Context: an optimization exercise on an open-source flow, tuned for a short achievable clock period and few clock cycles per item. The choices shown serve that exercise and are no tape-out recipe.
The RTL was checked by simulation tests, not by an equivalence proof against the original design.
Power is estimated from default activity; no workload was simulated.

==> inputs of 03-19 <==
// core_top
module core_top (
    input  logic                       clk,
    input  logic                       rst,
    input  logic                       run,
    input  logic                       imem_we,
    input  logic [rv_pkg::imem_aw-1:0] imem_addr,
    input  logic [31:0]                imem_wdata,
    output logic                       retire_valid,
    output logic [rv_pkg::xlen-1:0]    retire_pc,
    output logic [4:0]                 retire_rd,
    output logic [rv_pkg::xlen-1:0]    retire_data,
    output logic                       retire_we
);
    localparam logic [6:0] OP_R     = 7'b0110011;
    localparam logic [6:0] OP_I     = 7'b0010011;
    localparam logic [6:0] OP_L     = 7'b0000011;
    localparam logic [6:0] OP_S     = 7'b0100011;
    localparam logic [6:0] OP_B     = 7'b1100011;
    localparam logic [6:0] OP_LUI   = 7'b0110111;
    localparam logic [6:0] OP_AUIPC = 7'b0010111;
    localparam logic [6:0] OP_JAL   = 7'b1101111;
    logic [36:0]   imem [16];
    logic [31:0]   dmem [16];
    logic [31:0]   xreg [32];        
    logic [591:0]  im;               
    logic [1023:0] rf;               
    logic [4:0]    wb_rd;            
    logic [31:0]   wb_data;          
    logic        exec;               
    logic        zr;                 
    logic        ok;                 
    logic        load;               
    logic [31:0] pc, pc_s, pc_t;     
    logic [36:0] ir, ns_w, nt_w;     
    logic [31:0] opa, opb, opc;      
    function automatic logic [36:0] predecode(input logic [31:0] w);
        predecode = {w[6:0] == OP_B, w[6:0] == OP_JAL, w[6:0] == OP_AUIPC, w[6:0] == OP_LUI,
                     w[6:0] == OP_R, w};
  ...
Settings: LEC_CHECK=0, CAP_MARGIN=40, CELL_PAD_IN_SITES_DETAIL_PLACEMENT=1, CELL_PAD_IN_SITES_GLOBAL_PLACEMENT=1, CORE_MARGIN=2, CORE_UTILIZATION=30, PLACE_DENSITY=0.5, SETUP_SLACK_MARGIN=5, SLEW_MARGIN=40, SYNTH_HIERARCHICAL=1, SYNTH_MINIMUM_KEEP_SIZE=0; clock period 11.0 ns.
run.sh (not shown) runs the stock make flow with config.mk's settings and CLKGATE_MAP_FILE= SYNTH_SCRIPT=/design/flow/synth_recipe.tcl, a recipe that flattens the netlist after the stock synthesis.
==> 11-16: changes against 03-19 <==
--- a/flow/design.v
+++ b/flow/design.v
@@ -74,15 +74,15 @@
     endfunction
     always_comb begin
         for (int i = 0; i < 16; i++) begin
             im[i*37 +: 37] = imem[i];
         end
         rf[31:0] = '0;
         for (int i = 1; i < 32; i++) begin
-            rf[i*32 +: 32] = (wb_rd == 5'(i)) ? wb_data : xreg[i];
+            rf[i*32 +: 32] = xreg[i];
         end
     end
     logic [6:0]  op;
     logic [2:0]  f3;
     logic [4:0]  rd;
     logic        is_r, is_i, is_l, is_s, is_lui, is_auipc, is_jal;
     logic        wr;
@@ -175,20 +175,22 @@
     logic [31:0] s_a, s_b, s_c, s_p4, s_pt;
     logic [36:0] s_ws, s_wt;
     logic        s_fa, s_fb, s_fc;
     logic [31:0] t_a, t_b, t_c, t_p4, t_pt;
     logic [36:0] t_ws, t_wt;
     logic        t_fa, t_fb, t_fc;
     next_cand u_s (
-        .w (ns_w), .p (pc_s), .rf (rf), .im (im), .rd_cur (rd), .wr_cur (wr),
+        .w (ns_w), .p (pc_s), .rf (rf), .wb_rd (wb_rd), .wb_data (wb_data), .im (im),
+        .rd_cur (rd), .wr_cur (wr),
         .a (s_a), .b (s_b), .c (s_c), .fa (s_fa), .fb (s_fb), .fc (s_fc),
         .p4 (s_p4), .pt (s_pt), .ws (s_ws), .wt (s_wt)
     );
     next_cand u_t (
-        .w (nt_w), .p (pc_t), .rf (rf), .im (im), .rd_cur (rd), .wr_cur (wr),
+        .w (nt_w), .p (pc_t), .rf (rf), .wb_rd (wb_rd), .wb_data (wb_data), .im (im),
+        .rd_cur (rd), .wr_cur (wr),
         .a (t_a), .b (t_b), .c (t_c), .fa (t_fa), .fb (t_fb), .fc (t_fc),
         .p4 (t_p4), .pt (t_pt), .ws (t_ws), .wt (t_wt)
     );
     logic [36:0] w0;
     logic [31:0] r_off, r_imm;
     assign w0 = im[36:0];
     always_comb begin
@@ -268,14 +270,16 @@
         end
     end
 endmodule
 module next_cand (
     input  logic [36:0]   w,         
     input  logic [31:0]   p,
     input  logic [1023:0] rf,
+    input  logic [4:0]    wb_rd,     
+    input  logic [31:0]   wb_data,
     input  logic [591:0]  im,
     input  logic [4:0]    rd_cur,
     input  logic          wr_cur,
     output logic [31:0]   a,
     output logic [31:0]   b,
     output logic [31:0]   c,
     output logic          fa,
@@ -292,16 +296,16 @@
     logic [5:0]  i4, it;
     assign rs1      = w[19:15];
     assign rs2      = w[24:20];
     assign is_r     = w[32];
     assign is_s     = (w[6:0] == 7'b0100011);
     assign is_lui   = w[33];
     assign is_auipc = w[34];
-    assign r1 = rf[{rs1, 5'b0} +: 32];
-    assign r2 = rf[{rs2, 5'b0} +: 32];
+    assign r1 = (wb_rd != 5'd0 && rs1 == wb_rd) ? wb_data : rf[{rs1, 5'b0} +: 32];
+    assign r2 = (wb_rd != 5'd0 && rs2 == wb_rd) ? wb_data : rf[{rs2, 5'b0} +: 32];
     always_comb begin
         if (is_s)                    imm = {{20{w[31]}}, w[31:25], w[11:7]};
         else if (is_lui || is_auipc) imm = {w[31:12], 12'b0};
         else                         imm = {{20{w[31]}}, w[31:20]};
         if (w[35])                   off = {{12{w[31]}}, w[19:12], w[20], w[30:21], 1'b0};
         else                         off = {{20{w[31]}}, w[7], w[30:25], w[11:8], 1'b0};
     end
==> flow/flow/run.sh (new file) <==
#!/bin/bash
# Own layout flow: the standard synthesis unchanged, then the standard
# place and route with a tighter setup repair target (SETUP_SLACK_MARGIN, in ns,
# read from flow/margin.txt), so repair_timing keeps improving paths that already meet 11 ns.
# The SDC and every other setting are the standard flow's.  Each step's log goes to
# flow_<step>.log here; ORFS's own per-stage logs stay under orfs/logs/.
set -euo pipefail
MARGIN=$(cat flow/margin.txt)
bash standard.sh synth > flow_synth.log 2>&1
bash standard.sh SETUP_SLACK_MARGIN="$MARGIN" finish > flow_finish.log 2>&1
==> flow/flow/margin.txt (new file) <==
7
==> flow/standard.sh (new file) <==
#!/bin/bash
# synth_recipe.tcl (not shown) runs the flow's synth.tcl, then flattens the netlist and writes it again
# the make line also repeats each setting of config.mk as NAME=value (left out here)
make -C /OpenROAD-flow-scripts/flow DESIGN_CONFIG=/design/flow/config.mk WORK_HOME=/design/flow/orfs CLKGATE_MAP_FILE= SYNTH_SCRIPT=/design/flow/synth_recipe.tcl "${@:-finish}"
- SETUP_SLACK_MARGIN: 5 -> default
removed: flow/run.sh
==> comparison <==
03-19 finished with timing, DRC and antenna clean. 11-16 finished with timing, DRC and antenna clean. Between 03-19 and 11-16, the lower area after synthesis is in 11-16 (gap about 2.6%, measured against 11-16). Against 03-19, the clock-buffer cell count of 11-16 is lower by 9. Maximum frequency: 11-16 is larger than 03-19 (45%). Against 11-16, the register-to-register slack of 03-19 is lower by 1.9 ns. Against 11-16, the via count of 03-19 is lower by about 6%. In sequential cell count, 11-16 and 03-19 do not differ. Against 03-19, the wire length of 11-16 is larger by about 8%. Power: 03-19 is lower than 11-16 (about 9%). Critical path depth is the same in 11-16 and 03-19. Between 03-19 and 11-16, the lower worst hold slack is in 11-16 (gap 0.0077 ns).
Testbench counts of 03-19, summed over its fixed seeds: cycles 18,250, instrs 13,124.
Testbench counts of 11-16, summed over its fixed seeds: cycles 18,250, instrs 13,124.

[afterwards: timing with drivers on the ports]
In the flow no input, the clock included, has a driving cell. The finished layouts below were timed again as built, in two steps.
Step 1 sets driving cells, clkbuf_16 on the clock port and buf_2 on the other inputs (assumed; they add their load-dependent delay and slew).
Step 2 also shifts input and output timing later by t, the mid clock arrival at the registers, as if the neighbouring blocks saw the same clock.
a / b / c = ideal / step 1 / step 2; a / b = the first two.
run	t (ns)	setup WS [ns]	worst setup path at the end
03-19	1.077	4.899 / 4.899 / 4.899	register to register
11-16	1.108	6.802 / 6.690 / 5.581	input to register
After both steps every run listed still meets setup and hold. For 11-16, which loses most, drivers alone change the setup slack by -0.112 ns; drivers and shift together by -1.221 ns.
